From an optimization exercise on the open Yosys and OpenROAD flow, aimed at small area and a short achievable clock period; shortcuts taken in it are not production practice. Function was checked by simulation only, so behaviour that the tests miss may differ from the original. The clock port is modelled as an ideal driver; clocking choices that lean on that would not hold on a real chip. Power and IR-drop figures of this design are not reliable: the tool's default activity estimate is inflated in some of its runs.

==> inputs of v9 <==
Design mac_top, start of the top module:
module mac_top #(
   parameter int A_WIDTH = 18,
   parameter int B_WIDTH = 18,
   parameter int P_WIDTH = 48
) (
   input  logic                      clk,
   input  logic                      rst_n,
   input  logic signed [A_WIDTH-1:0] data_a,
   input  logic signed [B_WIDTH-1:0] data_b,
   input  mac_pkg::mac_op_e          op,
   input  logic                      activate_mac,
   output logic signed [P_WIDTH-1:0] data_p,
   output logic                      p_valid
);
clock: 10.0 ns
lec_check: 0
cap_margin: 20
core_margin: 2
core_utilization: 40
slew_margin: 20
run.sh (not shown) runs the stock make flow with config.mk's settings and CLKGATE_MAP_FILE= SYNTH_SCRIPT=/design/flow/synth_recipe.tcl, a recipe that flattens the netlist after the stock synthesis.
==> v36: changes against v9 <==
--- a/flow/config.mk
+++ b/flow/config.mk
@@ -8,4 +8,5 @@
 export CAP_MARGIN = 20
 export CORE_MARGIN = 2
 export CORE_UTILIZATION = 40
+export SETUP_SLACK_MARGIN = 5
 export SLEW_MARGIN = 20
==> v12: changes against v9 <==
--- a/flow/config.mk
+++ b/flow/config.mk
@@ -5,6 +5,7 @@
 export SDC_FILE = /design/flow/constraint.sdc
 export NUM_CORES = 4
 export LEC_CHECK = 0
+export ABC_AREA = 1
 export CAP_MARGIN = 20
 export CORE_MARGIN = 2
 export CORE_UTILIZATION = 40
==> qor summary <==
Static Leakage: v36 6.70 nW; v12 8.34 nW; v9 6.01 nW
Post-CTS setup buffer count: v36 76; v12 0; v9 0
Placement Cell Area: v36 13800 µm²; v12 15300 µm²; v9 13700 µm²
Net load switching power: v36 11.2 mW; v12 10.1 mW; v9 7.42 mW
Multi-input gate count: v36 995; v12 1305; v9 995
Die Footprint: v36 33000 µm²; v12 36700 µm²; v9 33000 µm²
Routed Wire Length: v36 39700 µm; v12 47500 µm; v9 38200 µm
Fraction of standard cell area in multi-input logic: v36 64.0%; v12 62.8%; v9 65.5%
Number of nets in the layout: v36 1769; v12 2237; v9 1665
Met3 usage in global routing: v36 4.97%; v12 4.71%; v9 3.65%
Synthesized Nets: v36 1667; v12 2190; v9 1667
Part of the total power dissipated in sequential elements: v36 3.9%; v12 5.3%; v9 6.6%
Cell area after synthesis: v36 12600 µm²; v12 14100 µm²; v9 12600 µm²
Final worst path period share: v36 57.3%; v12 60.8%; v9 68.4%
Synthesized-area fraction occupied by ao, oa, aoi and oai cells: v36 17.6%; v12 8.88%; v9 17.6%
Core footprint: v36 31300 µm²; v12 34600 µm²; v9 31300 µm²
Area share of buffers outside the clock network: v36 11.8%; v12 6.00%; v9 7.17%
Crit path max-delay cell type: v36 sky130_fd_sc_hd__dfrtp_4; v12 sky130_fd_sc_hd__clkinv_1; v9 sky130_fd_sc_hd__dfxtp_1
Relative slew slack: v36 36.1%; v12 39.4%; v9 29.4%
Number of logic inverters in the finished layout: v36 190; v12 463; v9 190
Outcome: v36 complete, no violations; v12 complete, no violations; v9 complete, no violations
Initial core utilization: v36 40.3%; v12 40.7%; v9 40.3%

---

==> build 91 <==
mac_top, a different RTL version from the one above (not shown whole).
export LEC_CHECK = 0
export ABC_AREA = 1
export CAP_MARGIN = 20
export CORE_MARGIN = 2
export CORE_UTILIZATION = 40
export HOLD_SLACK_MARGIN = 0.05
export SETUP_SLACK_MARGIN = 5
export SLEW_MARGIN = 20
create_clock -name core_clock -period 10.0 [get_ports {clk}]
standard.sh (not shown) runs the stock make flow with config.mk's settings and CLKGATE_MAP_FILE= SYNTH_SCRIPT=/design/flow/synth_recipe.tcl, a recipe that flattens the netlist after the stock synthesis.
==> flow/flow/run.sh <==
#!/bin/bash
# The standard layout, with these changes in how it is made:
# - Yosys's synth runs without its early ABC pass (-noabc), so the full
#   adders it extracts keep their polarity (no inverters between them);
# - the port buffers are the smallest buffer (buf_1) instead of the
#   default clkdlybuf4s50_1; every port is still buffered;
# - after CTS, flow/pq_clock_delay.tcl puts delay chains in front of the
#   result register's clock (useful skew for the register-to-register
#   multiply-add paths).
export SYNTH_ARGS="-noabc"
export BUFFER_PORTS_ARGS="-buffer_cell sky130_fd_sc_hd__buf_1"
export POST_CTS_TCL="$PWD/flow/pq_clock_delay.tcl"
export PQ_DLY_CELLS="sky130_fd_sc_hd__clkdlybuf4s50_1 sky130_fd_sc_hd__clkdlybuf4s50_1"
export PQ_SKIP_BITS=8
export PQ_BUF_CELL=sky130_fd_sc_hd__clkbuf_8
bash standard.sh > standard.log 2>&1
Other scripts of this flow, unchanged in this note and not shown: flow/flow/pq_clock_delay.tcl
==> trial 49: changes against build 91 <==
--- a/flow/flow/run.sh
+++ b/flow/flow/run.sh
@@ -12,3 +12,3 @@
 export POST_CTS_TCL="$PWD/flow/pq_clock_delay.tcl"
-export PQ_DLY_CELLS="sky130_fd_sc_hd__clkdlybuf4s50_1 sky130_fd_sc_hd__clkdlybuf4s50_1"
+export PQ_DLY_CELLS="sky130_fd_sc_hd__clkdlybuf4s50_1 sky130_fd_sc_hd__clkdlybuf4s50_1 sky130_fd_sc_hd__clkdlybuf4s50_1"
 export PQ_SKIP_BITS=8
--- a/flow/config.mk
+++ b/flow/config.mk
@@ -11,4 +11,4 @@
 export CORE_UTILIZATION = 40
+export CTS_BUF_LIST = sky130_fd_sc_hd__clkbuf_4 sky130_fd_sc_hd__clkbuf_8
 export HOLD_SLACK_MARGIN = 0.05
-export SETUP_SLACK_MARGIN = 5
 export SLEW_MARGIN = 20
==> run summary <==
| metric | build 91 | trial 49 |
|---|---|---|
| Fin nets | 1678 | 1538 |
| Cell depth of the worst min-delay path | 10 | 5 |
| Status | timing/DRC/antenna clean | timing/DRC/antenna clean |
| Share of power burned in registers | 0.076 | 0.089 |
| Time the final worst path needs with I/O delays and setup | 4.51 ns | 5.03 ns |
| Switch Pwr | 0.00511 W | 0.00461 W |
| Worst Max-Slew Pin Slew | 0.956 ns | 0.967 ns |
| Top achievable clock speed | 0.222 GHz | 0.199 GHz |
| Slowest-stage cell, CP | sky130_fd_sc_hd__fa_1 | sky130_fd_sc_hd__dfxtp_1 |
| Source-to-sink clock delay at the later pin of the worst-skew pair | 1.51 ns | 2.01 ns |
| Total clock network power | 0.000494 W | 0.000481 W |
| Multi-input combinational area share | 0.601 | 0.656 |
| Detailed router's first-iteration violation count | 772 | 529 |
| Clock transition at the register clock pins on the worst setup and hold paths after CTS | 0.07 ns | 0.10 ns |
| Internal | 0.00537 W | 0.00437 W |
| Share of total power consumed by net switching | 0.488 | 0.513 |
| Post-route cell area | 14500 µm² | 12600 µm² |
| Hold Crit Endpoint | p_q[9] | p_q[47] |
| Number of vias after detailed routing | 9383 | 8380 |
| Arr. time, crit path | 5.90 ns | 6.89 ns |
| Area grow syn2layout | 26.5% | 10.1% |
| Crit path to | p_q[46] | p_q[43] |

==> separate check: timing with driven ports <==
No port has a modelled driver above. Below, the same layouts with a new extraction and two added sets of constraints.
Step 1: set_driving_cell puts a clkbuf_16 on clk and a buf_2 on each other input, an assumption about the parent block.
Step 2, shift: input delay + t, output delay - t, t = (earliest + latest rising clock arrival at the registers) / 2. This alone moves slack from input paths to output paths.
Three values: ideal ports, drivers, drivers and shift; two values: the first two.
| run | shift t [ns] | setup WS [ns] | clock arrival spread, ns | worst register clock-pin slew, ns | cell pins on the clock port's net |
|---|---|---|---|---|---|
| v9 | 0.417 | 3.158 / 3.158 / 3.158 | 0.018 / 0.018 | 0.09 / 0.09 | 1 |
| v36 | 0.420 | 4.266 / 4.266 / 4.266 | 0.016 / 0.015 | 0.09 / 0.09 | 1 |
| v12 | 0.426 | 3.921 / 3.921 / 3.921 | 0.015 / 0.015 | 0.09 / 0.09 | 1 |
| build 91 | 0.978 | 5.492 / 5.492 / 5.492 | 1.162 / 1.162 | 0.09 / 0.09 | 1 |
| trial 49 | 1.237 | 4.969 / 4.969 / 4.969 | 1.625 / 1.625 | 0.10 / 0.10 | 1 |
In build 91 and trial 49 the clock reaches the registers at very different times; t lies between them, and the last value is a rough guide only.
